From an optimization exercise on the open Yosys and OpenROAD flow, aimed at small area; shortcuts taken in it are not production practice. Only simulation tests tie the RTL to the original design; equivalence was not proved.

Design byte_pack_fifo_hs, start of the top module:
module byte_pack_fifo_hs #(
    parameter  int IN_BYTES   = 16,
    parameter  int OUT_BYTES  = 16,
    parameter  int FIFO_BYTES = 32,
    localparam int IN_W       = $clog2(IN_BYTES + 1),
    localparam int OUT_W      = $clog2(OUT_BYTES + 1),
    localparam int LVL_W      = $clog2(FIFO_BYTES + 1)
) (
    input  logic                clk,
    input  logic                rst_n,
    input  logic                sync_rst_i,
    input  logic                drain_i,
    input  logic                in_valid,
    output logic                in_ready,
    input  logic [IN_BYTES*8-1:0] in_data,
    input  logic [IN_W-1:0]     in_nbytes,
    input  logic [OUT_W-1:0]    out_req,
    output logic                out_valid,
    input  logic                out_ready,
    output logic [OUT_BYTES*8-1:0] out_data,
    output logic [OUT_W-1:0]    out_nbytes,
    output logic [LVL_W-1:0]    level_o,
    output logic                draining_o,
    output logic                err_len_o
);
    logic [5:0]   level_q, lvl_nxt;
    logic [4:0]   rd_q, wr;
    logic         drn_q, err_q;
    logic [7:0]   stor_q [32];
    logic         in_len_ok, req_ok, would_valid, in_rdy, out_vld, push, pop;
    logic [4:0]   out_n, out_nb, pop_n, push_n;
    assign in_len_ok = (in_nbytes != 5'd0) && (in_nbytes <= 5'd16);
    assign req_ok    = (out_req != 5'd0) && (out_req <= 5'd16);
    assign in_rdy    = !drn_q && (level_q <= 6'd16);
    assign would_valid = drn_q ? (level_q != 6'd0) : (level_q >= {1'b0, out_req});
    assign out_n     = (drn_q && (level_q < {1'b0, out_req})) ? level_q[4:0] : out_req;
    assign out_vld   = would_valid & req_ok;
    assign out_nb    = out_vld ? out_n : 5'd0;
    assign push      = in_valid & in_rdy & in_len_ok;
    assign pop       = out_vld & out_ready;
    assign pop_n     = pop ? out_n : 5'd0;
    assign push_n    = push ? in_nbytes : 5'd0;
    assign lvl_nxt   = level_q - {1'b0, pop_n} + {1'b0, push_n};
    assign wr        = rd_q + level_q[4:0];
    logic [127:0] ix0, ix1, ix2, ix3, ix4;
    assign ix0 = in_data;
    for (genvar i = 0; i < 16; i++) begin : g_irot
  ...
For scale: ~1,900 cells after synthesis, ~270 flip-flops, about 290 I/O pins, ~18,000 um^2 of cells after synthesis.
export LEC_CHECK = 0
export ABC_AREA = 1
export CAP_MARGIN = 0
export CORE_MARGIN = 2
export CORE_UTILIZATION = 70
export GPL_TIMING_DRIVEN = 0
export SETUP_SLACK_MARGIN = 0.3
export SLEW_MARGIN = 0
export SYNTH_HIERARCHICAL = 1
export SYNTH_MINIMUM_KEEP_SIZE = 0
create_clock -name core_clock -period 10.0 [get_ports {clk}]
standard.sh (not shown) runs the stock make flow with config.mk's settings and CLKGATE_MAP_FILE= SYNTH_SCRIPT=/design/flow/synth_recipe.tcl, a recipe that flattens the netlist after the stock synthesis.
==> flow/flow/run.sh <==
#!/bin/bash
# Own layout flow: the standard ORFS flow, with
#  - synthesis as standard, except that ABC maps with its area-only mapper (amap);
#    registers are mapped by Yosys before ABC runs, so they are the standard synthesis's;
#  - the port buffers made from the smallest buffer cell;
#  - clock tree synthesis without dummy loads, from small clock buffers;
#  - non-critical gates downsized after global routing (RECOVER_POWER).
set -euo pipefail
W=$(pwd)
# Copy of the ORFS scripts whose only change is the ABC area script.
rm -rf "$W/scripts_own"
cp -r "$FLOW_HOME/scripts" "$W/scripts_own"
cp "$W/flow/abc_area.script" "$W/scripts_own/abc_area.script"

bash standard.sh SCRIPTS_DIR="$W/scripts_own" synth > "$W/synth.log" 2>&1

bash standard.sh \
  BUFFER_PORTS_ARGS="-buffer_cell sky130_fd_sc_hd__buf_1" \
  RECOVER_POWER=100 \
  CTS_ARGS="-sink_clustering_enable -repair_clock_nets -dont_use_dummy_load -buf_list {sky130_fd_sc_hd__clkbuf_4 sky130_fd_sc_hd__clkbuf_8} -sink_clustering_size 16 -sink_clustering_max_diameter 50" \
  finish > "$W/layout.log" 2>&1
==> flow/flow/abc_area.script <==
strash
dch
amap
topo
The starting point completed and failed the layout checks on max-capacitance violations, max-slew violations.
==> next run, changes <==
--- a/flow/flow/run.sh
+++ b/flow/flow/run.sh
@@ -6,2 +6 @@
-#  - clock tree synthesis without dummy loads, from small clock buffers;
-#  - non-critical gates downsized after global routing (RECOVER_POWER).
+#  - clock tree synthesis without dummy loads.
@@ -19 +17,0 @@
-  RECOVER_POWER=100 \
The changed run produced a clean layout.
Worst setup slack gains 0.067 ns.
Final area is about the same.
Core utilization rose by 0.13 points.

[re-timing with driven ports]
In the flow no input, the clock included, has a driving cell. The finished layouts below were timed again as built, in two steps. Step 1 assumes that a clkbuf_16 drives the clock port and a buf_2 every other input. Step 2 moves the port delays by t, midway between the first and last clock arrival at a register: inputs arrive t later, outputs are due t later. That takes back most of the time a late clock gives input paths. Three values: ideal, step 1, step 2; two values: the first two.
| run | t, ns | slack for setup (ns) | latest minus earliest clock arrival (ns) |
|---|---|---|---|
| the first run | 0.581 | 0.609 / 0.562 / 0.600 | 0.027 / 0.028 |
| the second run | 0.581 | 0.675 / 0.629 / 0.744 | 0.035 / 0.035 |
The setup slack of the first run, which loses most, moves by -0.047 ns with the drivers and by -0.009 ns with both steps.
